Source: an optimization exercise on an open RTL-to-GDS flow (aim: small area, a short achievable clock period and few clock cycles per item). Production flows keep margins and buffers that such runs may drop.
At most, simulation tests tie the RTL to the original design; equivalence was not proved.
Function not checked in run 1: the RTL went through the layout flow alone.
Power figures rest on the tool's default switching activity, not on a simulated workload.

==> flow/design.v (outline; a module is shown in full before it is edited, if it fits) <==
// module csa_fa: 4 lines
// module csa_ha: 4 lines
// module csa_hai: 4 lines
// module bicubic_tree1: 299 lines
// module bicubic_tree2: 278 lines
// module bicubic_tree3: 256 lines
// module bicubic_pnext: 88 lines
// module bicubic_resampler: 308 lines
// module bicubic_coef: 14 lines
module bicubic_resampler #(
    parameter int LEN_W = bicubic_pkg::LEN_W
) (
    input  wire logic              CLK,
    input  wire logic              RST,
    input  wire logic              start_i,
    input  wire logic [LEN_W-1:0]  src_len_i,
    input  wire logic [LEN_W-1:0]  dst_len_i,
    input  wire logic              src_valid_i,
    input  wire bicubic_pkg::pix_t src_pix_i,
    output logic                   src_ready_o,
    output logic                   out_valid_o,
    output bicubic_pkg::pix_t      out_pix_o,
    input  wire logic              out_ready_i,
    output logic                   done_o
);
  // ...
==> flow/flow/run.sh <==
#!/bin/bash
set -euo pipefail
sed 's/ SETUP_SLACK_MARGIN=[0-9.]* / SETUP_SLACK_MARGIN=6.75 /' standard.sh > standard_margin.sh
grep -q 'SETUP_SLACK_MARGIN=6.75' standard_margin.sh
bash standard_margin.sh > standard.log 2>&1
==> flow/standard.sh <==
#!/bin/bash
# synth_recipe.tcl (not shown) runs the flow's synth.tcl, then flattens the netlist and writes it again
# the make line also repeats each setting of config.mk as NAME=value (left out here)
make -C /OpenROAD-flow-scripts/flow DESIGN_CONFIG=/design/flow/config.mk WORK_HOME=/design/flow/orfs CLKGATE_MAP_FILE= SYNTH_SCRIPT=/design/flow/synth_recipe.tcl "${@:-finish}"
==> flow/config.mk <==
export PLATFORM = sky130hd
export DESIGN_NAME = bicubic_resampler
export DESIGN_NICKNAME = bicubic_resampler
export VERILOG_FILES = /design/flow/design.v
export SDC_FILE = /design/flow/constraint.sdc
export NUM_CORES = 4
export LEC_CHECK = 0
export ABC_CLOCK_PERIOD_IN_PS = 4000
export CAP_MARGIN = 20
export CORE_MARGIN = 2
export CORE_UTILIZATION = 40
export SETUP_SLACK_MARGIN = 5
export SLEW_MARGIN = 20
export SYNTH_HIERARCHICAL = 1
==> flow/constraint.sdc <==
create_clock -name core_clock -period 10.0 [get_ports {CLK}]
set_input_delay 2.0000 -clock core_clock [delete_from_list [all_inputs] [get_ports {CLK}]]
set_output_delay 2.0000 -clock core_clock [all_outputs]
set_load 0.01 [all_outputs]
==> flow_summary.yaml, run 1 <==
outcome:
  status: "complete, no violations"
routing:
  wl_met1_um: 27900
  routed-via-count: 19227
  wl_met3_um: 2390
  drtIter0Drc: 1183
  drt-total-wl_um: 61400
cts:
  postCtsSetupBuffers: 47
  clk_path_buf_depth: 3
  cts_resized: 125
  cts_sinks: 407
  htreeDepth: 2
  numCtsBuffers: 46
  root_buffer: "clkbuf_16"
floorplan:
  dieWidth_um: 269
  num_rows: 97
  n_tap_cell: 940
  start_util_pct: 40.3
timing:
  final.setup_skew_ns: 0.0136
  fin_crit_sh_pct: 34.6
  hold_violations: 0
  tightest_slew_ns: 0.860
critical_path:
  cp-start-kind: "flip-flop"
  cp_cell_sequence: "buf_4, fa_2, nor2b_4, o31a_1, o31ai_4, and2_4, buf_6, nand2_1, o21ai_0, ha_1, o21a_1, o21a_1, nor4_2, a311oi_2, xnor2_1, a21oi_1"
  slowest_stage: "edfxtp_1"
  path_buf_inv: 2
  critPathTopFamily: "compound AO/OA/AOI/OAI gates"
  ff2ff_path_depth: 16
  cp_num_cells: 16
layout:
  multiInputGateArea_um2: 16700
  largest_reg_flops: 56
  largest_cell_class: "multi-input combinational cells"
  multi_input_gates: 1865
  syn2layout_area_growth_pct: 13.3
power:
  p_clk_share_pct: 18.5
  seqPwrFrac_pct: 27.8
global_routing:
  use_met2_pct: 28.9
  grt_overflow: 0
  grt_util_all_layers_pct: 16.9
==> module csa_hai, before the edit <==
module csa_hai (input wire a, input wire b, output wire s, output wire co);
    assign s  = ~(a ^ b);
    assign co = a | b;
endmodule
==> module bicubic_tree1, before the edit <==
module bicubic_tree1 (
    input wire [10:0] au,
    input wire [7:0] x,
    input wire [9:0] su,
    output wire [11:0] ya,
    output wire [11:0] yb,
    output wire yc
);
    wire t1;
    wire t2;
    wire t3;
    wire t4;
    wire t5;
    wire t6;
    wire t7;
    wire t8;
    wire t9;
    wire t10;
    wire t11;
    wire t12;
    wire t13;
    wire t14;
    wire t15;
    wire t16;
    wire t17;
    wire t18;
    wire t19;
    wire t20;
    wire t21;
    wire t22;
    wire t23;
    wire t24;
    wire t25;
    wire t26;
    wire t27;
    wire t28;
    wire t29;
    wire t30;
    wire t31;
    wire t32;
    wire t33;
    wire t34;
    wire t35;
    wire t36;
    wire t37;
    wire t38;
    wire t39;
    wire t40;
    wire t41;
    wire t42;
    wire t43;
    wire t44;
    wire t45;
    wire t46;
    wire t47;
    wire t48;
    wire t49;
    wire t50;
    wire t51;
    wire t52;
    wire t53;
    wire t54;
    wire t55;
    wire t56;
    wire t57;
    wire t58;
    wire t59;
    wire t60;
    wire t61;
    wire t62;
    wire t63;
    wire t64;
    wire t65;
    wire t66;
    wire t67;
    wire t68;
    wire t69;
    wire t70;
    wire t71;
    wire t72;
    wire t73;
    wire t74;
    wire t75;
    wire t76;
    wire t77;
    wire t78;
    wire t79;
    wire t80;
    wire t81;
    wire t82;
    wire t83;
    wire t84;
    wire t85;
    wire t86;
    wire t87;
    wire t88;
    wire t89;
    wire t90;
    wire t91;
    wire t92;
    wire t93;
    wire t94;
    wire t95;
    wire t96;
    wire t97;
    wire t98;
    wire t99;
    wire t100;
    wire t101;
    wire t102;
    wire t103;
    wire t104;
    wire t105;
    wire t106;
    wire t107;
    wire t108;
    wire t109;
    wire t110;
    wire t111;
    wire t112;
    wire t113;
    wire t114;
    wire t115;
    wire t116;
    wire t117;
    wire t118;
    wire t119;
    wire t120;
    wire t121;
    wire t122;
    wire t123;
    wire t124;
    wire t125;
    wire t126;
    wire t127;
    wire t128;
    wire t129;
    wire t130;
    wire t131;
    wire t132;
    wire t133;
    wire t134;
    wire t135;
    wire t136;
    wire t137;
    wire t138;
    wire t139;
    wire t140;
    wire t141;
    wire t142;
    wire t143;
    wire t144;
    wire t145;
    wire t146;
    wire t147;
    wire t148;
    wire t149;
    wire t150;
    wire t151;
    wire t152;
    wire t153;
    wire t154;
    wire t155;
    wire t156;
    wire t157;
    wire t158;
    wire t159;
    wire t160;
    wire t161;
    wire t162;
    wire t163;
    wire t164;
    wire t165;
    wire t166;
    wire t167;
    wire t168;
    wire t169;
    wire t170;
    wire t171;
    wire t172;
    wire t173;
    wire t174;
    wire t175;
    wire t176;
    wire t177;
    wire t178;
    wire t179;
    wire t180;
    wire t181;
    wire t182;
    wire t183;
    wire t184;
    wire t185;
    wire t186;
    wire t187;
    wire t188;
    assign t1 = ~au[0];
    assign t2 = ~au[2];
    assign t3 = ~au[9];
    assign t4 = ~au[10];
    csa_hai ht5 (.a(~su[0]), .b(t1), .s(t5), .co(t6));
    csa_fa ft7 (.a(au[0]), .b(au[1]), .c(~su[1]), .s(t7), .co(t8));
    csa_hai ht9 (.a(~(au[2] & x[7])), .b(~(au[3] & x[6])), .s(t9), .co(t10));
    csa_fa ft11 (.a(x[0]), .b(~su[2]), .c(t2), .s(t11), .co(t12));
    csa_fa ft13 (.a(~(au[10] & x[0])), .b(~(au[3] & x[7])), .c(~(au[4] & x[6])), .s(t13), .co(t14));
    csa_fa ft15 (.a(au[2]), .b(au[3]), .c(x[1]), .s(t15), .co(t16));
    csa_fa ft17 (.a(~su[3]), .b(~(au[10] & x[1])), .c(~(au[4] & x[7])), .s(t17), .co(t18));
    csa_fa ft19 (.a(au[4]), .b(x[2]), .c(~su[4]), .s(t19), .co(t20));
    csa_hai ht21 (.a(~(au[0] & x[6])), .b(~(au[1] & x[5])), .s(t21), .co(t22));
    csa_fa ft23 (.a(~(au[0] & x[7])), .b(~(au[1] & x[6])), .c(~(au[2] & x[5])), .s(t23), .co(t24));
    csa_hai ht25 (.a(~(au[3] & x[4])), .b(~(au[4] & x[3])), .s(t25), .co(t26));
    csa_fa ft27 (.a(~(au[1] & x[7])), .b(~(au[2] & x[6])), .c(~(au[3] & x[5])), .s(t27), .co(t28));
    csa_fa ft29 (.a(~(au[4] & x[4])), .b(~(au[5] & x[3])), .c(~(au[6] & x[2])), .s(t29), .co(t30));
    csa_hai ht31 (.a(~(au[7] & x[1])), .b(~(au[8] & x[0])), .s(t31), .co(t32));
    csa_fa ft33 (.a(~(au[4] & x[5])), .b(~(au[5] & x[4])), .c(~(au[6] & x[3])), .s(t33), .co(t34));
    csa_fa ft35 (.a(~(au[7] & x[2])), .b(~(au[8] & x[1])), .c(~(au[9] & x[0])), .s(t35), .co(t36));
    csa_fa ft37 (.a(t6), .b(t9), .c(t7), .s(t37), .co(t38));
    csa_fa ft39 (.a(~(au[5] & x[5])), .b(~(au[6] & x[4])), .c(~(au[7] & x[3])), .s(t39), .co(t40));
    csa_fa ft41 (.a(~(au[8] & x[2])), .b(~(au[9] & x[1])), .c(t10), .s(t41), .co(t42));
    csa_fa ft43 (.a(t8), .b(t11), .c(t13), .s(t43), .co(t44));
    csa_fa ft45 (.a(~(au[5] & x[6])), .b(~(au[6] & x[5])), .c(~(au[7] & x[4])), .s(t45), .co(t46));
    csa_fa ft47 (.a(~(au[8] & x[3])), .b(~(au[9] & x[2])), .c(t12), .s(t47), .co(t48));
    csa_fa ft49 (.a(t15), .b(t14), .c(t17), .s(t49), .co(t50));
    csa_fa ft51 (.a(~(au[10] & x[2])), .b(~(au[5] & x[7])), .c(~(au[6] & x[6])), .s(t51), .co(t52));
    csa_fa ft53 (.a(~(au[7] & x[5])), .b(~(au[8] & x[4])), .c(~(au[9] & x[3])), .s(t53), .co(t54));
    csa_fa ft55 (.a(t16), .b(t19), .c(t18), .s(t55), .co(t56));
    csa_fa ft57 (.a(au[5]), .b(x[3]), .c(~su[5]), .s(t57), .co(t58));
    csa_fa ft59 (.a(~(au[10] & x[3])), .b(~(au[6] & x[7])), .c(~(au[7] & x[6])), .s(t59), .co(t60));
    csa_fa ft61 (.a(~(au[8] & x[5])), .b(~(au[9] & x[4])), .c(t20), .s(t61), .co(t62));
    csa_fa ft63 (.a(au[6]), .b(x[4]), .c(~su[6]), .s(t63), .co(t64));
    csa_fa ft65 (.a(~(au[10] & x[4])), .b(~(au[7] & x[7])), .c(~(au[8] & x[6])), .s(t65), .co(t66));
    csa_fa ft67 (.a(au[7]), .b(x[5]), .c(~su[7]), .s(t67), .co(t68));
    csa_hai ht69 (.a(~(au[0] & x[4])), .b(~(au[1] & x[3])), .s(t69), .co(t70));
    csa_fa ft71 (.a(~(au[0] & x[5])), .b(~(au[1] & x[4])), .c(~(au[2] & x[3])), .s(t71), .co(t72));
    csa_hai ht73 (.a(~(au[3] & x[2])), .b(~(au[4] & x[1])), .s(t73), .co(t74));
    csa_fa ft75 (.a(~(au[2] & x[4])), .b(~(au[3] & x[3])), .c(~(au[4] & x[2])), .s(t75), .co(t76));
    csa_fa ft77 (.a(~(au[5] & x[1])), .b(~(au[6] & x[0])), .c(t21), .s(t77), .co(t78));
    csa_fa ft79 (.a(~(au[5] & x[2])), .b(~(au[6] & x[1])), .c(~(au[7] & x[0])), .s(t79), .co(t80));
    csa_fa ft81 (.a(t22), .b(t25), .c(t23), .s(t81), .co(t82));
    csa_fa ft83 (.a(t26), .b(t5), .c(t31), .s(t83), .co(t84));
    csa_fa ft85 (.a(t24), .b(t27), .c(t29), .s(t85), .co(t86));
    csa_fa ft87 (.a(t32), .b(t28), .c(t30), .s(t87), .co(t88));
    csa_fa ft89 (.a(t33), .b(t35), .c(t37), .s(t89), .co(t90));
    csa_fa ft91 (.a(t34), .b(t36), .c(t39), .s(t91), .co(t92));
    csa_fa ft93 (.a(t41), .b(t38), .c(t43), .s(t93), .co(t94));
    csa_fa ft95 (.a(t40), .b(t45), .c(t42), .s(t95), .co(t96));
    csa_fa ft97 (.a(t47), .b(t44), .c(t49), .s(t97), .co(t98));
    csa_fa ft99 (.a(t46), .b(t51), .c(t53), .s(t99), .co(t100));
    csa_fa ft101 (.a(t48), .b(t55), .c(t50), .s(t101), .co(t102));
    csa_fa ft103 (.a(t57), .b(t52), .c(t54), .s(t103), .co(t104));
    csa_fa ft105 (.a(t59), .b(t61), .c(t56), .s(t105), .co(t106));
    csa_fa ft107 (.a(~(au[9] & x[5])), .b(t58), .c(t63), .s(t107), .co(t108));
    csa_fa ft109 (.a(t60), .b(t65), .c(t62), .s(t109), .co(t110));
    csa_fa ft111 (.a(~(au[10] & x[5])), .b(~(au[8] & x[7])), .c(~(au[9] & x[6])), .s(t111), .co(t112));
    csa_fa ft113 (.a(t64), .b(t67), .c(t66), .s(t113), .co(t114));
    csa_fa ft115 (.a(au[8]), .b(x[6]), .c(~su[8]), .s(t115), .co(t116));
    csa_fa ft117 (.a(~(au[10] & x[6])), .b(~(au[9] & x[7])), .c(t68), .s(t117), .co(t118));
    csa_fa ft119 (.a(x[7]), .b(~su[9]), .c(t3), .s(t119), .co(t120));
    csa_hai ht121 (.a(~(au[0] & x[3])), .b(~(au[1] & x[2])), .s(t121), .co(t122));
    csa_fa ft123 (.a(~(au[2] & x[2])), .b(~(au[3] & x[1])), .c(~(au[4] & x[0])), .s(t123), .co(t124));
    csa_fa ft125 (.a(~(au[5] & x[0])), .b(t70), .c(t73), .s(t125), .co(t126));
    csa_fa ft127 (.a(t74), .b(t72), .c(t75), .s(t127), .co(t128));
    csa_fa ft129 (.a(t76), .b(t79), .c(t78), .s(t129), .co(t130));
    csa_fa ft131 (.a(t80), .b(t83), .c(t82), .s(t131), .co(t132));
    csa_fa ft133 (.a(t84), .b(t87), .c(t86), .s(t133), .co(t134));
    csa_fa ft135 (.a(t88), .b(t91), .c(t90), .s(t135), .co(t136));
    csa_fa ft137 (.a(t92), .b(t95), .c(t94), .s(t137), .co(t138));
    csa_fa ft139 (.a(t99), .b(t96), .c(t98), .s(t139), .co(t140));
    csa_fa ft141 (.a(t103), .b(t100), .c(t102), .s(t141), .co(t142));
    csa_fa ft143 (.a(t104), .b(t107), .c(t109), .s(t143), .co(t144));
    csa_fa ft145 (.a(t111), .b(t108), .c(t113), .s(t145), .co(t146));
    csa_fa ft147 (.a(t115), .b(t112), .c(t117), .s(t147), .co(t148));
    csa_fa ft149 (.a(~(au[10] & x[7])), .b(t116), .c(t119), .s(t149), .co(t150));
    csa_hai ht151 (.a(au[9]), .b(t4), .s(t151), .co(t152));
    csa_hai ht153 (.a(~(au[0] & x[2])), .b(~(au[1] & x[1])), .s(t153), .co(t154));
    csa_fa ft155 (.a(~(au[2] & x[1])), .b(~(au[3] & x[0])), .c(t121), .s(t155), .co(t156));
    csa_fa ft157 (.a(t122), .b(t69), .c(t123), .s(t157), .co(t158));
    csa_fa ft159 (.a(t124), .b(t71), .c(t125), .s(t159), .co(t160));
    csa_fa ft161 (.a(t126), .b(t77), .c(t127), .s(t161), .co(t162));
    csa_fa ft163 (.a(t128), .b(t81), .c(t129), .s(t163), .co(t164));
    csa_fa ft165 (.a(t85), .b(t130), .c(t131), .s(t165), .co(t166));
    csa_fa ft167 (.a(t132), .b(t89), .c(t133), .s(t167), .co(t168));
    csa_fa ft169 (.a(t134), .b(t93), .c(t135), .s(t169), .co(t170));
    csa_fa ft171 (.a(t97), .b(t136), .c(t137), .s(t171), .co(t172));
    csa_fa ft173 (.a(t101), .b(t138), .c(t139), .s(t173), .co(t174));
    csa_fa ft175 (.a(t105), .b(t140), .c(t141), .s(t175), .co(t176));
    csa_fa ft177 (.a(t106), .b(t143), .c(t142), .s(t177), .co(t178));
    csa_fa ft179 (.a(t110), .b(t145), .c(t144), .s(t179), .co(t180));
    csa_fa ft181 (.a(t114), .b(t147), .c(t146), .s(t181), .co(t182));
    csa_fa ft183 (.a(t118), .b(t149), .c(t148), .s(t183), .co(t184));
    csa_fa ft185 (.a(t151), .b(t120), .c(t150), .s(t185), .co(t186));
    csa_hai ht187 (.a(au[10]), .b(t152), .s(t187), .co(t188));
    wire [19:0] ra = {t186, t184, t182, t180, t178, t176, t174, t172, t170, t168, t166, t164, t162, t160, t158, t156, t154, t153, ~(au[0] & x[1]), ~(au[0] & x[0])};
    wire [19:0] rb = {t187, t185, t183, t181, t179, t177, t175, t173, t171, t169, t167, t165, t163, t161, t159, t157, t155, ~(au[2] & x[0]), ~(au[1] & x[0]), 1'b1};
    wire [8:0] lo = {1'b0, ~ra[7:0]} + {1'b0, ~rb[7:0]};
    assign ya = ra[19:8];
    assign yb = rb[19:8];
    assign yc = lo[8];
endmodule
==> module bicubic_tree2, before the edit <==
module bicubic_tree2 (
    input wire [11:0] hu,
    input wire [7:0] x,
    input wire [8:0] cu,
    output wire [10:0] ya,
    output wire [10:0] yb,
    output wire yc
);
    wire t1;
    wire t2;
    wire t3;
    wire t4;
    wire t5;
    wire t6;
    wire t7;
    wire t8;
    wire t9;
    wire t10;
    wire t11;
    wire t12;
    wire t13;
    wire t14;
    wire t15;
    wire t16;
    wire t17;
    wire t18;
    wire t19;
    wire t20;
    wire t21;
    wire t22;
    wire t23;
    wire t24;
    wire t25;
    wire t26;
    wire t27;
    wire t28;
    wire t29;
    wire t30;
    wire t31;
    wire t32;
    wire t33;
    wire t34;
    wire t35;
    wire t36;
    wire t37;
    wire t38;
    wire t39;
    wire t40;
    wire t41;
    wire t42;
    wire t43;
    wire t44;
    wire t45;
    wire t46;
    wire t47;
    wire t48;
    wire t49;
    wire t50;
    wire t51;
    wire t52;
    wire t53;
    wire t54;
    wire t55;
    wire t56;
    wire t57;
    wire t58;
    wire t59;
    wire t60;
    wire t61;
    wire t62;
    wire t63;
    wire t64;
    wire t65;
    wire t66;
    wire t67;
    wire t68;
    wire t69;
    wire t70;
    wire t71;
    wire t72;
    wire t73;
    wire t74;
    wire t75;
    wire t76;
    wire t77;
    wire t78;
    wire t79;
    wire t80;
    wire t81;
    wire t82;
    wire t83;
    wire t84;
    wire t85;
    wire t86;
    wire t87;
    wire t88;
    wire t89;
    wire t90;
    wire t91;
    wire t92;
    wire t93;
    wire t94;
    wire t95;
    wire t96;
    wire t97;
    wire t98;
    wire t99;
    wire t100;
    wire t101;
    wire t102;
    wire t103;
    wire t104;
    wire t105;
    wire t106;
    wire t107;
    wire t108;
    wire t109;
    wire t110;
    wire t111;
    wire t112;
    wire t113;
    wire t114;
    wire t115;
    wire t116;
    wire t117;
    wire t118;
    wire t119;
    wire t120;
    wire t121;
    wire t122;
    wire t123;
    wire t124;
    wire t125;
    wire t126;
    wire t127;
    wire t128;
    wire t129;
    wire t130;
    wire t131;
    wire t132;
    wire t133;
    wire t134;
    wire t135;
    wire t136;
    wire t137;
    wire t138;
    wire t139;
    wire t140;
    wire t141;
    wire t142;
    wire t143;
    wire t144;
    wire t145;
    wire t146;
    wire t147;
    wire t148;
    wire t149;
    wire t150;
    wire t151;
    wire t152;
    wire t153;
    wire t154;
    wire t155;
    wire t156;
    wire t157;
    wire t158;
    wire t159;
    wire t160;
    wire t161;
    wire t162;
    wire t163;
    wire t164;
    wire t165;
    wire t166;
    wire t167;
    wire t168;
    wire t169;
    wire t170;
    wire t171;
    wire t172;
    wire t173;
    wire t174;
    assign t1 = ~x[0];
    assign t2 = ~x[5];
    assign t3 = ~x[5];
    assign t4 = ~x[5];
    csa_hai ht5 (.a(~cu[3]), .b(t1), .s(t5), .co(t6));
    csa_fa ft7 (.a(x[0]), .b(x[1]), .c(~cu[4]), .s(t7), .co(t8));
    csa_hai ht9 (.a(~(hu[0] & x[6])), .b(~(hu[1] & x[5])), .s(t9), .co(t10));
    csa_fa ft11 (.a(~(hu[0] & x[7])), .b(~(hu[1] & x[6])), .c(~(hu[2] & x[5])), .s(t11), .co(t12));
    csa_hai ht13 (.a(~(hu[3] & x[4])), .b(~(hu[4] & x[3])), .s(t13), .co(t14));
    csa_fa ft15 (.a(~cu[0]), .b(~(hu[1] & x[7])), .c(~(hu[2] & x[6])), .s(t15), .co(t16));
    csa_fa ft17 (.a(~(hu[3] & x[5])), .b(~(hu[4] & x[4])), .c(~(hu[5] & x[3])), .s(t17), .co(t18));
    csa_hai ht19 (.a(~(hu[6] & x[2])), .b(~(hu[7] & x[1])), .s(t19), .co(t20));
    csa_fa ft21 (.a(~cu[1]), .b(~(hu[2] & x[7])), .c(~(hu[3] & x[6])), .s(t21), .co(t22));
    csa_fa ft23 (.a(~(hu[4] & x[5])), .b(~(hu[5] & x[4])), .c(~(hu[6] & x[3])), .s(t23), .co(t24));
    csa_fa ft25 (.a(~(hu[7] & x[2])), .b(~(hu[8] & x[1])), .c(~(hu[9] & x[0])), .s(t25), .co(t26));
    csa_fa ft27 (.a(~cu[2]), .b(~(hu[10] & x[0])), .c(~(hu[3] & x[7])), .s(t27), .co(t28));
    csa_fa ft29 (.a(~(hu[4] & x[6])), .b(~(hu[5] & x[5])), .c(~(hu[6] & x[4])), .s(t29), .co(t30));
    csa_fa ft31 (.a(~(hu[7] & x[3])), .b(~(hu[8] & x[2])), .c(~(hu[9] & x[1])), .s(t31), .co(t32));
    csa_fa ft33 (.a(~(hu[10] & x[1])), .b(~(hu[11] & x[0])), .c(~(hu[4] & x[7])), .s(t33), .co(t34));
    csa_fa ft35 (.a(~(hu[5] & x[6])), .b(~(hu[6] & x[5])), .c(~(hu[7] & x[4])), .s(t35), .co(t36));
    csa_fa ft37 (.a(~(hu[8] & x[3])), .b(~(hu[9] & x[2])), .c(t5), .s(t37), .co(t38));
    csa_fa ft39 (.a(~(hu[10] & x[2])), .b(~(hu[11] & x[1])), .c(~(hu[5] & x[7])), .s(t39), .co(t40));
    csa_fa ft41 (.a(~(hu[6] & x[6])), .b(~(hu[7] & x[5])), .c(~(hu[8] & x[4])), .s(t41), .co(t42));
    csa_fa ft43 (.a(~(hu[9] & x[3])), .b(t6), .c(t7), .s(t43), .co(t44));
    csa_fa ft45 (.a(x[2]), .b(~cu[5]), .c(~(hu[10] & x[3])), .s(t45), .co(t46));
    csa_fa ft47 (.a(~(hu[11] & x[2])), .b(~(hu[6] & x[7])), .c(~(hu[7] & x[6])), .s(t47), .co(t48));
    csa_fa ft49 (.a(~(hu[8] & x[5])), .b(~(hu[9] & x[4])), .c(t8), .s(t49), .co(t50));
    csa_fa ft51 (.a(x[3]), .b(~cu[6]), .c(~(hu[10] & x[4])), .s(t51), .co(t52));
    csa_fa ft53 (.a(~(hu[11] & x[3])), .b(~(hu[7] & x[7])), .c(~(hu[8] & x[6])), .s(t53), .co(t54));
    csa_fa ft55 (.a(x[4]), .b(~cu[7]), .c(~(hu[10] & x[5])), .s(t55), .co(t56));
    csa_hai ht57 (.a(~(hu[0] & x[4])), .b(~(hu[1] & x[3])), .s(t57), .co(t58));
    csa_fa ft59 (.a(~(hu[0] & x[5])), .b(~(hu[1] & x[4])), .c(~(hu[2] & x[3])), .s(t59), .co(t60));
    csa_hai ht61 (.a(~(hu[3] & x[2])), .b(~(hu[4] & x[1])), .s(t61), .co(t62));
    csa_fa ft63 (.a(~(hu[2] & x[4])), .b(~(hu[3] & x[3])), .c(~(hu[4] & x[2])), .s(t63), .co(t64));
    csa_fa ft65 (.a(~(hu[5] & x[1])), .b(~(hu[6] & x[0])), .c(t9), .s(t65), .co(t66));
    csa_fa ft67 (.a(~(hu[5] & x[2])), .b(~(hu[6] & x[1])), .c(~(hu[7] & x[0])), .s(t67), .co(t68));
    csa_fa ft69 (.a(t10), .b(t13), .c(t11), .s(t69), .co(t70));
    csa_fa ft71 (.a(~(hu[8] & x[0])), .b(t14), .c(t19), .s(t71), .co(t72));
    csa_fa ft73 (.a(t12), .b(t15), .c(t17), .s(t73), .co(t74));
    csa_fa ft75 (.a(t20), .b(t16), .c(t18), .s(t75), .co(t76));
    csa_fa ft77 (.a(t21), .b(t23), .c(t25), .s(t77), .co(t78));
    csa_fa ft79 (.a(t22), .b(t24), .c(t26), .s(t79), .co(t80));
    csa_fa ft81 (.a(t27), .b(t29), .c(t31), .s(t81), .co(t82));
    csa_fa ft83 (.a(t28), .b(t30), .c(t32), .s(t83), .co(t84));
    csa_fa ft85 (.a(t33), .b(t35), .c(t37), .s(t85), .co(t86));
    csa_fa ft87 (.a(t34), .b(t36), .c(t39), .s(t87), .co(t88));
    csa_fa ft89 (.a(t41), .b(t38), .c(t43), .s(t89), .co(t90));
    csa_fa ft91 (.a(t40), .b(t42), .c(t45), .s(t91), .co(t92));
    csa_fa ft93 (.a(t47), .b(t44), .c(t49), .s(t93), .co(t94));
    csa_fa ft95 (.a(~(hu[9] & x[5])), .b(t46), .c(t48), .s(t95), .co(t96));
    csa_fa ft97 (.a(t51), .b(t53), .c(t50), .s(t97), .co(t98));
    csa_fa ft99 (.a(~(hu[11] & x[4])), .b(~(hu[8] & x[7])), .c(~(hu[9] & x[6])), .s(t99), .co(t100));
    csa_fa ft101 (.a(t52), .b(t54), .c(t55), .s(t101), .co(t102));
    csa_fa ft103 (.a(~cu[8]), .b(t2), .c(~(hu[10] & x[6])), .s(t103), .co(t104));
    csa_fa ft105 (.a(~(hu[11] & x[5])), .b(~(hu[9] & x[7])), .c(t56), .s(t105), .co(t106));
    csa_fa ft107 (.a(x[6]), .b(t3), .c(~(hu[10] & x[7])), .s(t107), .co(t108));
    csa_hai ht109 (.a(~(hu[0] & x[3])), .b(~(hu[1] & x[2])), .s(t109), .co(t110));
    csa_fa ft111 (.a(~(hu[2] & x[2])), .b(~(hu[3] & x[1])), .c(~(hu[4] & x[0])), .s(t111), .co(t112));
    csa_fa ft113 (.a(~(hu[5] & x[0])), .b(t58), .c(t61), .s(t113), .co(t114));
    csa_fa ft115 (.a(t62), .b(t60), .c(t63), .s(t115), .co(t116));
    csa_fa ft117 (.a(t64), .b(t67), .c(t66), .s(t117), .co(t118));
    csa_fa ft119 (.a(t68), .b(t71), .c(t70), .s(t119), .co(t120));
    csa_fa ft121 (.a(t72), .b(t75), .c(t74), .s(t121), .co(t122));
    csa_fa ft123 (.a(t76), .b(t79), .c(t78), .s(t123), .co(t124));
    csa_fa ft125 (.a(t80), .b(t83), .c(t82), .s(t125), .co(t126));
    csa_fa ft127 (.a(t84), .b(t87), .c(t86), .s(t127), .co(t128));
    csa_fa ft129 (.a(t88), .b(t91), .c(t90), .s(t129), .co(t130));
    csa_fa ft131 (.a(t95), .b(t92), .c(t94), .s(t131), .co(t132));
    csa_fa ft133 (.a(t99), .b(t96), .c(t101), .s(t133), .co(t134));
    csa_fa ft135 (.a(t100), .b(t103), .c(t105), .s(t135), .co(t136));
    csa_fa ft137 (.a(~(hu[11] & x[6])), .b(t104), .c(t107), .s(t137), .co(t138));
    csa_fa ft139 (.a(x[7]), .b(t4), .c(~(hu[11] & x[7])), .s(t139), .co(t140));
    csa_hai ht141 (.a(~(hu[0] & x[2])), .b(~(hu[1] & x[1])), .s(t141), .co(t142));
    csa_fa ft143 (.a(~(hu[2] & x[1])), .b(~(hu[3] & x[0])), .c(t109), .s(t143), .co(t144));
    csa_fa ft145 (.a(t110), .b(t57), .c(t111), .s(t145), .co(t146));
    csa_fa ft147 (.a(t112), .b(t59), .c(t113), .s(t147), .co(t148));
    csa_fa ft149 (.a(t114), .b(t65), .c(t115), .s(t149), .co(t150));
    csa_fa ft151 (.a(t116), .b(t69), .c(t117), .s(t151), .co(t152));
    csa_fa ft153 (.a(t73), .b(t118), .c(t119), .s(t153), .co(t154));
    csa_fa ft155 (.a(t77), .b(t120), .c(t121), .s(t155), .co(t156));
    csa_fa ft157 (.a(t81), .b(t122), .c(t123), .s(t157), .co(t158));
    csa_fa ft159 (.a(t85), .b(t124), .c(t125), .s(t159), .co(t160));
    csa_fa ft161 (.a(t126), .b(t89), .c(t127), .s(t161), .co(t162));
    csa_fa ft163 (.a(t93), .b(t128), .c(t129), .s(t163), .co(t164));
    csa_fa ft165 (.a(t97), .b(t130), .c(t131), .s(t165), .co(t166));
    csa_fa ft167 (.a(t98), .b(t133), .c(t132), .s(t167), .co(t168));
    csa_fa ft169 (.a(t102), .b(t134), .c(t135), .s(t169), .co(t170));
    csa_fa ft171 (.a(t106), .b(t137), .c(t136), .s(t171), .co(t172));
    csa_fa ft173 (.a(t108), .b(t139), .c(t138), .s(t173), .co(t174));
    wire [18:0] ra = {t172, t170, t168, t166, t164, t162, t160, t158, t156, t154, t152, t150, t148, t146, t144, t142, t141, ~(hu[0] & x[1]), ~(hu[0] & x[0])};
    wire [18:0] rb = {t173, t171, t169, t167, t165, t163, t161, t159, t157, t155, t153, t151, t149, t147, t145, t143, ~(hu[2] & x[0]), ~(hu[1] & x[0]), 1'b1};
    wire [8:0] lo = {1'b0, ~ra[7:0]} + {1'b0, ~rb[7:0]};
    assign ya = ra[18:8];
    assign yb = rb[18:8];
    assign yc = lo[8];
endmodule
==> module bicubic_tree3, before the edit <==
module bicubic_tree3 (
    input wire [10:0] hu,
    input wire [7:0] x,
    input wire [7:0] p,
    output wire [9:0] ya,
    output wire [9:0] yb,
    output wire yc
);
    wire t1;
    wire t2;
    wire t3;
    wire t4;
    wire t5;
    wire t6;
    wire t7;
    wire t8;
    wire t9;
    wire t10;
    wire t11;
    wire t12;
    wire t13;
    wire t14;
    wire t15;
    wire t16;
    wire t17;
    wire t18;
    wire t19;
    wire t20;
    wire t21;
    wire t22;
    wire t23;
    wire t24;
    wire t25;
    wire t26;
    wire t27;
    wire t28;
    wire t29;
    wire t30;
    wire t31;
    wire t32;
    wire t33;
    wire t34;
    wire t35;
    wire t36;
    wire t37;
    wire t38;
    wire t39;
    wire t40;
    wire t41;
    wire t42;
    wire t43;
    wire t44;
    wire t45;
    wire t46;
    wire t47;
    wire t48;
    wire t49;
    wire t50;
    wire t51;
    wire t52;
    wire t53;
    wire t54;
    wire t55;
    wire t56;
    wire t57;
    wire t58;
    wire t59;
    wire t60;
    wire t61;
    wire t62;
    wire t63;
    wire t64;
    wire t65;
    wire t66;
    wire t67;
    wire t68;
    wire t69;
    wire t70;
    wire t71;
    wire t72;
    wire t73;
    wire t74;
    wire t75;
    wire t76;
    wire t77;
    wire t78;
    wire t79;
    wire t80;
    wire t81;
    wire t82;
    wire t83;
    wire t84;
    wire t85;
    wire t86;
    wire t87;
    wire t88;
    wire t89;
    wire t90;
    wire t91;
    wire t92;
    wire t93;
    wire t94;
    wire t95;
    wire t96;
    wire t97;
    wire t98;
    wire t99;
    wire t100;
    wire t101;
    wire t102;
    wire t103;
    wire t104;
    wire t105;
    wire t106;
    wire t107;
    wire t108;
    wire t109;
    wire t110;
    wire t111;
    wire t112;
    wire t113;
    wire t114;
    wire t115;
    wire t116;
    wire t117;
    wire t118;
    wire t119;
    wire t120;
    wire t121;
    wire t122;
    wire t123;
    wire t124;
    wire t125;
    wire t126;
    wire t127;
    wire t128;
    wire t129;
    wire t130;
    wire t131;
    wire t132;
    wire t133;
    wire t134;
    wire t135;
    wire t136;
    wire t137;
    wire t138;
    wire t139;
    wire t140;
    wire t141;
    wire t142;
    wire t143;
    wire t144;
    wire t145;
    wire t146;
    wire t147;
    wire t148;
    wire t149;
    wire t150;
    wire t151;
    wire t152;
    wire t153;
    wire t154;
    wire t155;
    wire t156;
    wire t157;
    wire t158;
    wire t159;
    wire t160;
    assign t1 = ~~(hu[1] & x[7]);
    assign t2 = ~x[0];
    csa_hai ht3 (.a(~p[0]), .b(~(hu[1] & x[7])), .s(t3), .co(t4));
    csa_fa ft5 (.a(~p[1]), .b(t2), .c(~(hu[10] & x[0])), .s(t5), .co(t6));
    csa_fa ft7 (.a(x[0]), .b(x[1]), .c(~p[2]), .s(t7), .co(t8));
    csa_hai ht9 (.a(~(hu[0] & x[6])), .b(~(hu[1] & x[5])), .s(t9), .co(t10));
    csa_fa ft11 (.a(~(hu[0] & x[7])), .b(~(hu[1] & x[6])), .c(~(hu[2] & x[5])), .s(t11), .co(t12));
    csa_hai ht13 (.a(~(hu[3] & x[4])), .b(~(hu[4] & x[3])), .s(t13), .co(t14));
    csa_fa ft15 (.a(~(hu[2] & x[6])), .b(~(hu[3] & x[5])), .c(~(hu[4] & x[4])), .s(t15), .co(t16));
    csa_fa ft17 (.a(~(hu[5] & x[3])), .b(~(hu[6] & x[2])), .c(~(hu[7] & x[1])), .s(t17), .co(t18));
    csa_fa ft19 (.a(~(hu[2] & x[7])), .b(~(hu[3] & x[6])), .c(~(hu[4] & x[5])), .s(t19), .co(t20));
    csa_fa ft21 (.a(~(hu[5] & x[4])), .b(~(hu[6] & x[3])), .c(~(hu[7] & x[2])), .s(t21), .co(t22));
    csa_hai ht23 (.a(~(hu[8] & x[1])), .b(~(hu[9] & x[0])), .s(t23), .co(t24));
    csa_fa ft25 (.a(~(hu[3] & x[7])), .b(~(hu[4] & x[6])), .c(~(hu[5] & x[5])), .s(t25), .co(t26));
    csa_fa ft27 (.a(~(hu[6] & x[4])), .b(~(hu[7] & x[3])), .c(~(hu[8] & x[2])), .s(t27), .co(t28));
    csa_fa ft29 (.a(~(hu[9] & x[1])), .b(t4), .c(t5), .s(t29), .co(t30));
    csa_fa ft31 (.a(~(hu[10] & x[1])), .b(~(hu[4] & x[7])), .c(~(hu[5] & x[6])), .s(t31), .co(t32));
    csa_fa ft33 (.a(~(hu[6] & x[5])), .b(~(hu[7] & x[4])), .c(~(hu[8] & x[3])), .s(t33), .co(t34));
    csa_fa ft35 (.a(~(hu[9] & x[2])), .b(t7), .c(t6), .s(t35), .co(t36));
    csa_fa ft37 (.a(x[2]), .b(~p[3]), .c(~(hu[10] & x[2])), .s(t37), .co(t38));
    csa_fa ft39 (.a(~(hu[5] & x[7])), .b(~(hu[6] & x[6])), .c(~(hu[7] & x[5])), .s(t39), .co(t40));
    csa_fa ft41 (.a(~(hu[8] & x[4])), .b(~(hu[9] & x[3])), .c(t8), .s(t41), .co(t42));
    csa_fa ft43 (.a(x[3]), .b(~p[4]), .c(~(hu[10] & x[3])), .s(t43), .co(t44));
    csa_fa ft45 (.a(~(hu[6] & x[7])), .b(~(hu[7] & x[6])), .c(~(hu[8] & x[5])), .s(t45), .co(t46));
    csa_fa ft47 (.a(x[4]), .b(~p[5]), .c(~(hu[10] & x[4])), .s(t47), .co(t48));
    csa_hai ht49 (.a(~(hu[0] & x[4])), .b(~(hu[1] & x[3])), .s(t49), .co(t50));
    csa_fa ft51 (.a(~(hu[0] & x[5])), .b(~(hu[1] & x[4])), .c(~(hu[2] & x[3])), .s(t51), .co(t52));
    csa_hai ht53 (.a(~(hu[3] & x[2])), .b(~(hu[4] & x[1])), .s(t53), .co(t54));
    csa_fa ft55 (.a(~(hu[2] & x[4])), .b(~(hu[3] & x[3])), .c(~(hu[4] & x[2])), .s(t55), .co(t56));
    csa_fa ft57 (.a(~(hu[5] & x[1])), .b(~(hu[6] & x[0])), .c(t9), .s(t57), .co(t58));
    csa_fa ft59 (.a(~(hu[5] & x[2])), .b(~(hu[6] & x[1])), .c(~(hu[7] & x[0])), .s(t59), .co(t60));
    csa_fa ft61 (.a(t10), .b(t13), .c(t11), .s(t61), .co(t62));
    csa_fa ft63 (.a(~(hu[8] & x[0])), .b(t1), .c(t14), .s(t63), .co(t64));
    csa_fa ft65 (.a(t12), .b(t15), .c(t17), .s(t65), .co(t66));
    csa_fa ft67 (.a(t23), .b(t3), .c(t16), .s(t67), .co(t68));
    csa_fa ft69 (.a(t18), .b(t19), .c(t21), .s(t69), .co(t70));
    csa_fa ft71 (.a(t24), .b(t20), .c(t22), .s(t71), .co(t72));
    csa_fa ft73 (.a(t25), .b(t27), .c(t29), .s(t73), .co(t74));
    csa_fa ft75 (.a(t26), .b(t28), .c(t31), .s(t75), .co(t76));
    csa_fa ft77 (.a(t33), .b(t35), .c(t30), .s(t77), .co(t78));
    csa_fa ft79 (.a(t32), .b(t34), .c(t37), .s(t79), .co(t80));
    csa_fa ft81 (.a(t39), .b(t41), .c(t36), .s(t81), .co(t82));
    csa_fa ft83 (.a(~(hu[9] & x[4])), .b(t38), .c(t40), .s(t83), .co(t84));
    csa_fa ft85 (.a(t43), .b(t45), .c(t42), .s(t85), .co(t86));
    csa_fa ft87 (.a(~(hu[7] & x[7])), .b(~(hu[8] & x[6])), .c(~(hu[9] & x[5])), .s(t87), .co(t88));
    csa_fa ft89 (.a(t44), .b(t46), .c(t47), .s(t89), .co(t90));
    csa_fa ft91 (.a(x[5]), .b(~p[6]), .c(~(hu[10] & x[5])), .s(t91), .co(t92));
    csa_fa ft93 (.a(~(hu[8] & x[7])), .b(~(hu[9] & x[6])), .c(t48), .s(t93), .co(t94));
    csa_fa ft95 (.a(x[6]), .b(~p[7]), .c(~(hu[10] & x[6])), .s(t95), .co(t96));
    csa_hai ht97 (.a(~(hu[0] & x[3])), .b(~(hu[1] & x[2])), .s(t97), .co(t98));
    csa_fa ft99 (.a(~(hu[2] & x[2])), .b(~(hu[3] & x[1])), .c(~(hu[4] & x[0])), .s(t99), .co(t100));
    csa_fa ft101 (.a(~(hu[5] & x[0])), .b(t50), .c(t53), .s(t101), .co(t102));
    csa_fa ft103 (.a(t54), .b(t52), .c(t55), .s(t103), .co(t104));
    csa_fa ft105 (.a(t56), .b(t59), .c(t58), .s(t105), .co(t106));
    csa_fa ft107 (.a(t60), .b(t63), .c(t62), .s(t107), .co(t108));
    csa_fa ft109 (.a(t64), .b(t67), .c(t66), .s(t109), .co(t110));
    csa_fa ft111 (.a(t68), .b(t71), .c(t70), .s(t111), .co(t112));
    csa_fa ft113 (.a(t72), .b(t75), .c(t74), .s(t113), .co(t114));
    csa_fa ft115 (.a(t76), .b(t79), .c(t78), .s(t115), .co(t116));
    csa_fa ft117 (.a(t83), .b(t80), .c(t85), .s(t117), .co(t118));
    csa_fa ft119 (.a(t87), .b(t84), .c(t89), .s(t119), .co(t120));
    csa_fa ft121 (.a(t88), .b(t91), .c(t93), .s(t121), .co(t122));
    csa_fa ft123 (.a(~(hu[9] & x[7])), .b(t92), .c(t95), .s(t123), .co(t124));
    csa_hai ht125 (.a(x[7]), .b(~(hu[10] & x[7])), .s(t125), .co(t126));
    csa_hai ht127 (.a(~(hu[0] & x[2])), .b(~(hu[1] & x[1])), .s(t127), .co(t128));
    csa_fa ft129 (.a(~(hu[2] & x[1])), .b(~(hu[3] & x[0])), .c(t97), .s(t129), .co(t130));
    csa_fa ft131 (.a(t98), .b(t49), .c(t99), .s(t131), .co(t132));
    csa_fa ft133 (.a(t100), .b(t51), .c(t101), .s(t133), .co(t134));
    csa_fa ft135 (.a(t102), .b(t57), .c(t103), .s(t135), .co(t136));
    csa_fa ft137 (.a(t104), .b(t61), .c(t105), .s(t137), .co(t138));
    csa_fa ft139 (.a(t65), .b(t106), .c(t107), .s(t139), .co(t140));
    csa_fa ft141 (.a(t69), .b(t108), .c(t109), .s(t141), .co(t142));
    csa_fa ft143 (.a(t110), .b(t111), .c(t73), .s(t143), .co(t144));
    csa_fa ft145 (.a(t112), .b(t77), .c(t113), .s(t145), .co(t146));
    csa_fa ft147 (.a(t81), .b(t114), .c(t115), .s(t147), .co(t148));
    csa_fa ft149 (.a(t82), .b(t117), .c(t116), .s(t149), .co(t150));
    csa_fa ft151 (.a(t86), .b(t119), .c(t118), .s(t151), .co(t152));
    csa_fa ft153 (.a(t90), .b(t120), .c(t121), .s(t153), .co(t154));
    csa_fa ft155 (.a(t94), .b(t123), .c(t122), .s(t155), .co(t156));
    csa_fa ft157 (.a(t125), .b(t96), .c(t124), .s(t157), .co(t158));
    csa_hai ht159 (.a(1'b0), .b(t126), .s(t159), .co(t160));
    wire [18:0] ra = {t158, t156, t154, t152, t150, t148, t146, t144, t142, t140, t138, t136, t134, t132, t130, t128, t127, ~(hu[0] & x[1]), ~(hu[0] & x[0])};
    wire [18:0] rb = {t159, t157, t155, t153, t151, t149, t147, t145, t143, t141, t139, t137, t135, t133, t131, t129, ~(hu[2] & x[0]), ~(hu[1] & x[0]), 1'b1};
    wire [9:0] lo = {1'b0, ~ra[8:0]} + {1'b0, ~rb[8:0]};
    assign ya = ra[18:9];
    assign yb = rb[18:9];
    assign yc = lo[9];
endmodule
==> module bicubic_resampler, before the edit <==
module bicubic_resampler #(
    parameter int LEN_W = bicubic_pkg::LEN_W
) (
    input  wire logic              CLK,
    input  wire logic              RST,
    input  wire logic              start_i,
    input  wire logic [LEN_W-1:0]  src_len_i,
    input  wire logic [LEN_W-1:0]  dst_len_i,
    input  wire logic              src_valid_i,
    input  wire bicubic_pkg::pix_t src_pix_i,
    output logic                   src_ready_o,
    output logic                   out_valid_o,
    output bicubic_pkg::pix_t      out_pix_o,
    input  wire logic              out_ready_i,
    output logic                   done_o
);
    localparam int QN = 7;   
    logic             busy;        
    logic             done_r;
    logic [LEN_W-1:0] den;         
    logic [LEN_W-1:0] src_left;    
    logic             sl_nz;       
    logic [7:0]       nb;          
    logic [9:0]       nb3;         
    logic             nbv;         
    logic             srdy;        
    logic [LEN_W-1:0] out_left;    
    logic             ol_nz;       
    logic             k8;          
    logic             loaded;      
    logic             filling;     
    logic [1:0]       fsh;         
    logic             out0;        
    logic             prep;        
    logic [QN-1:0]    oc;          
    logic [1:0]       dcnt;        
    logic             ddone;       
    logic [7:0]       kq;          
    logic [LEN_W-1:0] rr;          
    logic [7:0]       xr;          
    logic [7:0]       xn;          
    logic [LEN_W-1:0] en;          
    logic             sh;          
    logic [7:0]         p1, p2, p3;
    logic signed [10:0] ca;
    logic signed [9:0]  cs;        
    logic signed [8:0]  cc;
    logic signed [10:0] pa;        
    logic start_go, pop, iss0, issr, iss, run, avail, step, take, win_sh, use_nb;
    logic [7:0] npix;
    logic [7:0] x_in;
    assign start_go = start_i && !busy;
    assign pop      = out_valid_o && out_ready_i;
    assign run    = prep && ol_nz && !oc[QN-1];
    assign avail  = nbv || !sl_nz;
    assign src_ready_o = srdy;
    assign take   = srdy && src_valid_i;
    assign step   = filling && avail;                     
    assign iss0   = busy && loaded && !out0;
    assign issr   = run && (!sh || avail);
    assign iss    = iss0 || issr;
    assign win_sh = (step && loaded) || (issr && sh);
    assign use_nb = nbv && (step || (issr && sh));
    assign npix   = nbv ? nb : p3;
    assign x_in   = out0 ? xr : 8'd0;
    logic [LEN_W+1:0] sd;          
    logic [LEN_W+3:0] u1, ua, ub;  
    logic [LEN_W-1:0] r1, r2;
    logic             q1, q2;
    logic [LEN_W-1:0] dme;         
    always_comb begin
        sd = {1'b0, src_len_i, 1'b0} + {2'b01, ~dst_len_i};
        u1 = {3'b0, en, 1'b0} - {4'b0, den};
        ub = {2'b0, en, 2'b0} - {4'b0, den};
        ua = {2'b0, en, 2'b0} - {3'b0, den, 1'b0} - {4'b0, den};
        q1 = !u1[LEN_W+3];
        dme = den - en;
        r1 = q1 ? u1[LEN_W-1:0] : {en[LEN_W-2:0], 1'b0};
        if (q1) begin
            q2 = !ua[LEN_W+3];
            r2 = q2 ? ua[LEN_W-1:0] : {u1[LEN_W-2:0], 1'b0};
        end else begin
            q2 = !ub[LEN_W+3];
            r2 = q2 ? ub[LEN_W-1:0] : {en[LEN_W-3:0], 2'b0};
        end
    end
    logic       ecar;
    logic [8:0] xsum;
    logic [9:0] xcs;
    always_comb begin
        ecar = (en >= den);
        xcs  = {1'b0, xn, 1'b1} + {1'b0, kq, ecar};
        xsum = xcs[9:1];
    end
    logic busy_n, out0_n, ddone_n, filling_n, prep_n, fin, sl_nz_n, nbv_n, ol_nz_n, sh_n, dlast;
    logic [QN-1:0] oc_n;
    always_comb begin
        dlast     = !ddone && dcnt == 2'd3;
        fin       = pop && oc[0] && !oc[1] && !ol_nz;     
        busy_n    = start_go || (busy && !fin);
        out0_n    = !start_go && (out0 || iss0);
        ddone_n   = !start_go && (ddone || dlast);
        filling_n = start_go || (filling && !(step && loaded && fsh == 2'd1));
        prep_n    = busy_n && out0_n && ddone_n && !filling_n;
        sl_nz_n   = start_go || (take ? (src_left != LEN_W'(1)) : sl_nz);
        nbv_n     = !start_go && (take || (nbv && !use_nb));
        ol_nz_n   = start_go || (iss ? (out_left != LEN_W'(1)) : ol_nz);
        if (iss && !pop)      oc_n = {oc[QN-2:0], 1'b1};
        else if (!iss && pop) oc_n = {1'b0, oc[QN-1:1]};
        else                  oc_n = oc;
        if (dlast)     sh_n = k8 | kq[6];
        else if (issr) sh_n = xsum[8] | k8;
        else           sh_n = sh;
    end
    logic srdy_n;
    logic [3:0] srdy_c;
    always_comb begin
        for (int k = 0; k < 4; k++) begin
            logic tk, pp;
            logic sl_nz_k, nbv_k, full_k;
            tk = k[0];
            pp = k[1];
            sl_nz_k = start_go || (tk ? (src_left != LEN_W'(1)) : sl_nz);
            nbv_k   = !start_go && (tk || (nbv && !use_nb));
            if (iss && !pp)      full_k = oc[QN-2];
            else if (!iss && pp) full_k = 1'b0;
            else                 full_k = oc[QN-1];
            srdy_c[k] = (start_go || busy) && sl_nz_k
                        && (!nbv_k || filling_n
                            || ((start_go || busy) && out0_n && ddone_n && !filling_n
                                && ol_nz_n && !full_k && sh_n));
        end
        srdy_n = srdy_c[{pop, take}];
    end
    always_ff @(posedge CLK) begin
        if (RST) begin
            busy    <= 1'b0;
            done_r  <= 1'b0;
            oc      <= '0;
            filling <= 1'b0;
            prep    <= 1'b0;
            srdy    <= 1'b0;
        end else begin
            busy    <= busy_n;
            filling <= filling_n;
            prep    <= prep_n;
            oc      <= oc_n;
            srdy    <= srdy_n;
            if (start_go) done_r <= 1'b0;
            else if (fin) done_r <= 1'b1;
        end
    end
    always_ff @(posedge CLK) begin
        out0  <= out0_n;
        ddone <= ddone_n;
        sl_nz <= sl_nz_n;
        nbv   <= nbv_n;
        ol_nz <= ol_nz_n;
        sh    <= sh_n;
        if (take) begin
            nb  <= src_pix_i;
            nb3 <= {1'b0, src_pix_i, 1'b0} + {2'b0, src_pix_i};
        end
        if (dlast && !k8) den <= q1 ? LEN_W'({dme, 1'b0}) : LEN_W'(den - {en[LEN_W-2:0], 1'b0});
        if (start_go) begin
            den      <= dst_len_i - 1'b1;
            k8       <= (src_len_i == dst_len_i);
            src_left <= src_len_i;
            out_left <= dst_len_i;
            loaded   <= 1'b0;
            fsh      <= (src_len_i == dst_len_i) ? 2'd3 : 2'd2;
            dcnt     <= 2'd0;
        end else begin
            if (take) src_left <= src_left - 1'b1;
            if (iss)  out_left <= out_left - 1'b1;
            if (step) begin
                loaded <= 1'b1;
                if (loaded) fsh <= fsh - 1'b1;
            end
            if (!ddone) dcnt <= dcnt + 1'b1;
        end
    end
    always_ff @(posedge CLK) begin
        if (start_go) begin
            en <= sd[LEN_W+1] ? sd[LEN_W-1:0] : LEN_W'({src_len_i, 1'b0} - 2'd2);
            kq <= {7'd0, sd[LEN_W+1]};
        end else if (!ddone && dcnt != 2'd3) begin
            en <= r2;
            kq <= {kq[5:0], q1, q2};
        end else if (dlast) begin
            kq  <= k8 ? 8'd0 : {kq[6:0], q1};
            rr  <= k8 ? '0 : r1;
            xr  <= k8 ? 8'd0 : {kq[6:0], q1};
            xn  <= k8 ? 8'd0 : {kq[5:0], q1, q2};
            en  <= k8 ? '0 : r2;
        end else if (issr) begin
            xr <= xn;
            xn <= xsum[7:0];
            en <= ecar ? LEN_W'(en - den) : LEN_W'(en + rr);
        end
    end
    logic signed [10:0] na, npb;
    logic signed [9:0]  ns;
    logic signed [8:0]  nc;
    bicubic_coef u_coef (.p1(p1), .p2(p2), .p3(p3), .n(npix), .pa(pa), .a(na), .s(ns), .c(nc));
    bicubic_pnext u_pnext (.p2(p2), .p3(p3), .n3(nb3), .pn(npb));
    always_ff @(posedge CLK) begin
        if (step && !loaded) begin
            p1 <= nb;
            p2 <= nb;
            p3 <= nb;
            ca <= '0;
            cs <= '0;
            cc <= '0;
            pa <= -$signed({3'b0, nb});
        end else if (win_sh) begin
            p1 <= p2;
            p2 <= p3;
            p3 <= npix;
            ca <= na;
            cs <= ns;
            cc <= nc;
            pa <= nbv ? npb : -$signed({3'b0, p2});    
        end
    end
    logic [5:1]         v;
    logic [11:0]        r1a, r1b;
    logic               r1c;
    logic [11:0]        h1;
    logic [10:0]        r2a, r2b;
    logic               r2c;
    logic [10:0]        h2;
    logic [9:0]         r3a, r3b;
    logic               r3c;
    logic signed [8:0]  c1, c2;
    logic [7:0]         pp1, pp2, pp3, pp4;
    logic [7:0]         x1, x2, x3, x4;
    logic [11:0] t1a, t1b;
    logic        t1c;
    logic [10:0] t2a, t2b;
    logic        t2c;
    logic [9:0]  t3a, t3b;
    logic        t3c;
    logic [12:0] h1c;
    logic [11:0] h2c;
    logic [10:0] y3c;
    logic [9:0]  y3;
    logic [7:0]  res;
    bicubic_tree1 u_t1 (.au({~ca[10], ca[9:0]}), .x(x_in), .su({~cs[9], cs[8:0]}), .ya(t1a), .yb(t1b), .yc(t1c));
    assign h1c = {~r1a, 1'b1} + {~r1b, r1c};
    bicubic_tree2 u_t2 (.hu({~h1[11], h1[10:0]}), .x(x2), .cu({~c2[8], c2[7:0]}), .ya(t2a), .yb(t2b), .yc(t2c));
    assign h2c = {~r2a, 1'b1} + {~r2b, r2c};
    bicubic_tree3 u_t3 (.hu({~h2[10], h2[9:0]}), .x(x4), .p(pp4), .ya(t3a), .yb(t3b), .yc(t3c));
    assign y3c = {~r3a, 1'b1} + {~r3b, r3c};
    assign y3  = y3c[10:1];
    assign res = y3[9] ? 8'd0 : (y3[8] ? 8'hff : y3[7:0]);
    always_ff @(posedge CLK) begin
        if (RST) v <= '0;
        else     v <= {v[4:1], iss};
    end
    always_ff @(posedge CLK) begin
        r1a <= t1a;
        r1b <= t1b;
        r1c <= t1c;
        c1  <= cc;
        pp1 <= p1;
        x1  <= x_in;
        h1  <= h1c[12:1];
        c2  <= c1;
        pp2 <= pp1;
        x2  <= x1;
        r2a <= t2a;
        r2b <= t2b;
        r2c <= t2c;
        pp3 <= pp2;
        x3  <= x2;
        h2  <= h2c[11:1];
        pp4 <= pp3;
        x4  <= x3;
        r3a <= t3a;
        r3b <= t3b;
        r3c <= t3c;
    end
    logic [7:0]    qe [QN];
    logic [QN-1:0] qv;
    logic [QN-1:0] qv_hold, qv_pop;
    logic [7:0]    qe_hold [QN];
    logic [7:0]    qe_pop [QN];
    always_comb begin
        qv_hold = v[5] ? {qv[QN-2:0], 1'b1} : qv;
        qv_pop  = v[5] ? qv : {1'b0, qv[QN-1:1]};
        for (int i = 0; i < QN; i++) begin
            qe_hold[i] = (v[5] && !qv[i] && (i == 0 || qv[(i + QN - 1) % QN])) ? res : qe[i];
            if (i == QN - 1) qe_pop[i] = qe[i];
            else qe_pop[i] = (v[5] && qv[i] && !qv[(i + 1) % QN]) ? res : qe[(i + 1) % QN];
        end
    end
    always_ff @(posedge CLK) begin
        if (RST) qv <= '0;
        else     qv <= pop ? qv_pop : qv_hold;
        for (int i = 0; i < QN; i++) begin
            qe[i] <= pop ? qe_pop[i] : qe_hold[i];
        end
    end
    assign out_valid_o = qv[0];
    assign out_pix_o   = qe[0];
    assign done_o      = done_r;
endmodule
==> run 2, diff against run 1 <==
--- a/flow/design.v
+++ b/flow/design.v
@@ -36,8 +36,14 @@
     assign co = a & b;
 endmodule
 module csa_hai (input wire a, input wire b, output wire s, output wire co);
-    assign s  = ~(a ^ b);
-    assign co = a | b;
+    csa_xnor u_s (.a(a), .b(b), .y(s));
+    csa_or   u_c (.a(a), .b(b), .y(co));
+endmodule
+module csa_xnor (input wire a, input wire b, output wire y);
+    assign y = ~(a ^ b);
+endmodule
+module csa_or (input wire a, input wire b, output wire y);
+    assign y = a | b;
 endmodule
 module bicubic_tree1 (
     input wire [10:0] au,
@@ -333,10 +339,10 @@
     csa_hai ht187 (.a(au[10]), .b(t152), .s(t187), .co(t188));
     wire [19:0] ra = {t186, t184, t182, t180, t178, t176, t174, t172, t170, t168, t166, t164, t162, t160, t158, t156, t154, t153, ~(au[0] & x[1]), ~(au[0] & x[0])};
     wire [19:0] rb = {t187, t185, t183, t181, t179, t177, t175, t173, t171, t169, t167, t165, t163, t161, t159, t157, t155, ~(au[2] & x[0]), ~(au[1] & x[0]), 1'b1};
-    wire [8:0] lo = {1'b0, ~ra[7:0]} + {1'b0, ~rb[7:0]};
+    wire [9:0] lo = {1'b0, ra[7:0], 1'b1} + {1'b0, rb[7:0], 1'b1};
     assign ya = ra[19:8];
     assign yb = rb[19:8];
-    assign yc = lo[8];
+    assign yc = ~lo[9];
 endmodule
 module bicubic_tree2 (
     input wire [11:0] hu,
@@ -611,10 +617,10 @@
     csa_fa ft173 (.a(t108), .b(t139), .c(t138), .s(t173), .co(t174));
     wire [18:0] ra = {t172, t170, t168, t166, t164, t162, t160, t158, t156, t154, t152, t150, t148, t146, t144, t142, t141, ~(hu[0] & x[1]), ~(hu[0] & x[0])};
     wire [18:0] rb = {t173, t171, t169, t167, t165, t163, t161, t159, t157, t155, t153, t151, t149, t147, t145, t143, ~(hu[2] & x[0]), ~(hu[1] & x[0]), 1'b1};
-    wire [8:0] lo = {1'b0, ~ra[7:0]} + {1'b0, ~rb[7:0]};
+    wire [9:0] lo = {1'b0, ra[7:0], 1'b1} + {1'b0, rb[7:0], 1'b1};
     assign ya = ra[18:8];
     assign yb = rb[18:8];
-    assign yc = lo[8];
+    assign yc = ~lo[9];
 endmodule
 module bicubic_tree3 (
     input wire [10:0] hu,
@@ -867,10 +873,10 @@
     csa_hai ht159 (.a(1'b0), .b(t126), .s(t159), .co(t160));
     wire [18:0] ra = {t158, t156, t154, t152, t150, t148, t146, t144, t142, t140, t138, t136, t134, t132, t130, t128, t127, ~(hu[0] & x[1]), ~(hu[0] & x[0])};
     wire [18:0] rb = {t159, t157, t155, t153, t151, t149, t147, t145, t143, t141, t139, t137, t135, t133, t131, t129, ~(hu[2] & x[0]), ~(hu[1] & x[0]), 1'b1};
-    wire [9:0] lo = {1'b0, ~ra[8:0]} + {1'b0, ~rb[8:0]};
+    wire [10:0] lo = {1'b0, ra[8:0], 1'b1} + {1'b0, rb[8:0], 1'b1};
     assign ya = ra[18:9];
     assign yb = rb[18:9];
-    assign yc = lo[9];
+    assign yc = ~lo[10];
 endmodule
 `default_nettype wire
 `timescale 1ns/1ps
@@ -1215,12 +1221,12 @@
     logic [9:0]  y3;
     logic [7:0]  res;
     bicubic_tree1 u_t1 (.au({~ca[10], ca[9:0]}), .x(x_in), .su({~cs[9], cs[8:0]}), .ya(t1a), .yb(t1b), .yc(t1c));
-    assign h1c = {~r1a, 1'b1} + {~r1b, r1c};
+    assign h1c = {r1a, 1'b1} + {r1b, ~r1c};
     bicubic_tree2 u_t2 (.hu({~h1[11], h1[10:0]}), .x(x2), .cu({~c2[8], c2[7:0]}), .ya(t2a), .yb(t2b), .yc(t2c));
-    assign h2c = {~r2a, 1'b1} + {~r2b, r2c};
+    assign h2c = {r2a, 1'b1} + {r2b, ~r2c};
     bicubic_tree3 u_t3 (.hu({~h2[10], h2[9:0]}), .x(x4), .p(pp4), .ya(t3a), .yb(t3b), .yc(t3c));
-    assign y3c = {~r3a, 1'b1} + {~r3b, r3c};
-    assign y3  = y3c[10:1];
+    assign y3c = {r3a, 1'b1} + {r3b, ~r3c};
+    assign y3  = ~y3c[10:1];
     assign res = y3[9] ? 8'd0 : (y3[8] ? 8'hff : y3[7:0]);
     always_ff @(posedge CLK) begin
         if (RST) v <= '0;
@@ -1233,7 +1239,7 @@
         c1  <= cc;
         pp1 <= p1;
         x1  <= x_in;
-        h1  <= h1c[12:1];
+        h1  <= ~h1c[12:1];
         c2  <= c1;
         pp2 <= pp1;
         x2  <= x1;
@@ -1242,7 +1248,7 @@
         r2c <= t2c;
         pp3 <= pp2;
         x3  <= x2;
-        h2  <= h2c[11:1];
+        h2  <= ~h2c[11:1];
         pp4 <= pp3;
         x4  <= x3;
         r3a <= t3a;
==> flow/flow/run.sh (replaced) <==
#!/bin/bash
set -euo pipefail
sed 's/ SETUP_SLACK_MARGIN=[0-9.]* / SETUP_SLACK_MARGIN=6.6 /' standard.sh > standard_margin.sh
grep -q 'SETUP_SLACK_MARGIN=6.6' standard_margin.sh
bash standard_margin.sh > standard.log 2>&1
--- a/flow/config.mk
+++ b/flow/config.mk
@@ -8,7 +8,7 @@
 export ABC_CLOCK_PERIOD_IN_PS = 4000
 export CAP_MARGIN = 20
 export CORE_MARGIN = 2
-export CORE_UTILIZATION = 40
+export CORE_UTILIZATION = 55
 export SETUP_SLACK_MARGIN = 5
 export SLEW_MARGIN = 20
 export SYNTH_HIERARCHICAL = 1
==> flow_summary.yaml, run 2 <==
outcome:
  status: "complete, no violations"
layout:
  postLayoutCoreUtil_pct: 61.8
  syn2layout_area_growth_pct: 11.8
  multiInputGateArea_um2: 16700
  antenna_cells: 0
  largest_reg_flops: 56
  max_flop_register: "qe"
  postLayoutCellArea_um2: 30800
  final_cell_mix: "481 x nand2_1, 258 x fa_1, 230 x dfxtp_1"
  nFillCells: 4248
  nets: 3152
  drive_gt1_share_pct: 14.8
  seqCellArea_um2: 9810
  mostFrequentLayoutCell: "nand2_1"
  finalNonFillerCells: 3410
critical_path:
  cp_num_cells: 7
  cp_cell_sequence: "clkdlybuf4s50_1, nand2b_1, buf_8, and2_2, o311a_1, a311oi_1, o211ai_1"
  cp.arrival_ns: 3.71
  slowest_stage: "clkdlybuf4s50_1"
  crit_path_max_fanout: 35
  ff2ff_setup_slack_ns: 6.61
  crit_start: "start_i"
  crit_path_max_incr_delay_ns: 0.52
  cp-start-kind: "input pin"
  worstSetupPathType: "in -> reg"
  cp-end-kind: "flip-flop"
  crit_end: "en[6]"
  path_buf_inv: 2
  ff2ff_path_depth: 14
  critPathTopFamily: "buffers and inverters"
  r2r_end: "en[1]"
  crit_required_ns: 10.32
  reg2reg_from: "den[1]"
global_routing:
  grt_pass1_vias: 19316
  grt_overflow: 0
  grt_util_all_layers_pct: 23.5
  grt_antenna_before_repair: 0
  grt_pass1_wl_um: 99500
  grt_max_degree: 57
cts:
  cts_sinks: 407
  root_buffer: "clkbuf_16"
  cts_hold_buf: 0
  clk_path_buf_depth: 3
  clk_pin_slew_ns: 0.06
  htreeDepth: 2
  tritoncts: "yes"
  clock_latency_ns: 0.59
  numCtsBuffers: 46
timing:
  layout_min_cycle_time_ns: 3.39
  setup_viol: 0
  fin_ws_ns: 6.61
  hold_ws_ns: 0.323
  fin_crit_sh_pct: 33.9
  rsz0062_at_grt: "yes"
  tns_ns: 0
  max-slew-margin-rel_pct: 35.5
  final.setup_skew_ns: 0.0218
  tightest_slew_ns: 0.958
  hold_violations: 0
  slew_violations: 0
  fmax_mhz: 295
synthesis:
  avgSynthCellArea_um2: 10.3
  synth_nets: 3140
  netlist_instances: 2688
  ys_warn_count: 10
  syn-cell-area_um2: 27600
floorplan:
  start_util_pct: 55.3
  top_level_ports: 38
  design.die.area_um2: 51900
  num_rows: 82
  die_y_um: 228
  core-area_um2: 49900
  dieWidth_um: 228
routing:
  routed_via_density: 5.48
  ant_nets: 0
  drtIter0Drc: 1032
  drt-pass1-iter-count: 5
  wl_per_cell_um: 17.6
  drcViolationCount: 0
  drt-total-wl_um: 60100
  routed-via-count: 18671
place:
  dpl.hpwl_um: 44100
  dp_cells: 3238
  place_ws_ns: 5.13
  gp_congestion: 0.885
  dpl_cell_area_um2: 28000
  port_buffers: 37
power:
  leakage_nw: 11.2
  fin_total_pwr_mw: 9.77
  vdd_drop_max_uv: 347
  power_density_nw_per_um2: 317
min_path:
  hold_class: "reg -> reg"
  min_path_cells: 0
run:
  cap_violations: 0
## run 2: report_power, final
group,internal (mW),switching (mW)
clock,1.05,0.710
combinational,2.48,2.84
sequential,2.32,0.359
## run 2: worst min-delay path by stage
stage | start | endpoint | slack [ns]
5_1_grt | x1[6] | x2[6] | 0.33
3_3_place_gp | x1[5] | x2[5] | 0.31
2_1_floorplan | c1[0] | c2[0] | 0.31
3_5_place_dp | x1[2] | x2[2] | 0.31
6_report | x3[1] | x4[1] | 0.32
4_1_cts | x3[1] | x4[1] | 0.32
## run 2: final cells by class
cell class              instances  share of cell area, %
repair buffers                135                   3.82
multi-input cells            1928                   54.2
clock buffers                  61                   4.08
inverters                     182                   2.33
clock inverters                25                   1.03
flip-flops and latches        407                   31.8
well taps                     672                   2.73
## run 2: worst register-to-register path, cell delays in order, from the launching register on
cell and delay, ns:
edfxtp_1 0.49, buf_6 0.18, inv_6 0.06, ha_1 0.23
nor2b_4 0.13, o2111ai_2 0.21, nand2_1 0.10, nor2_2 0.16
xnor2_2 0.19, ha_4 0.26, nor2b_1 0.12, a311o_1 0.31
and4bb_4 0.39, mux2i_1 0.21, o21ai_1 0.08
## run 2: timing repair
| action | in CTS | in global routing |
|---|---|---|
| resized for setup | 116 | 96 |
| setup buffers | 32 | 52 |
| cloned | 0 | 2 |
| setup endpoints to repair | 88 | 63 |
| pin swaps | 12 | 43 |
## run 2: layer usage
metal | part of all wire [%] | track usage [%]
met1 | 44 | 31.2
met2 | 49 | 40.4
met3 | 3.9 | 2.54
met4 | 3.0 | 7.76
met5 | 0 | 0
Testbench counts of run 2, summed over its fixed seeds: cycles 18,916, items 16,987.

-- re-timing with driven ports --
The results above use ideal ports. As a check the final layouts listed here were re-extracted and re-timed, cells and wires unchanged. Step 1 sets driving cells, clkbuf_16 on the clock port and buf_2 on the other inputs (assumed; they add their load-dependent delay and slew). Step 2 adds t to the input delays and takes it off the output delays; t is the mean of the earliest and latest rising clock arrival at the registers after step 1. Input paths then give back, and output paths get back, about the clock's delay inside the block. a / b / c = ideal ports / drivers / drivers and shift; a / b = the first two.
| run | t (ns) | slack for setup (ns) | worst setup path at the end | latest minus earliest clock arrival (ns) |
|---|---|---|---|---|
| run 1 | 0.626 | 6.538 / 6.494 / 5.986 | input to register | 0.013 / 0.014 |
| run 2 | 0.637 | 6.609 / 6.613 / 5.992 | input to register | 0.024 / 0.025 |
After both steps every run listed still meets setup and hold. For run 2, which loses most, drivers alone change the setup slack by +0.004 ns; drivers and shift together by -0.617 ns.
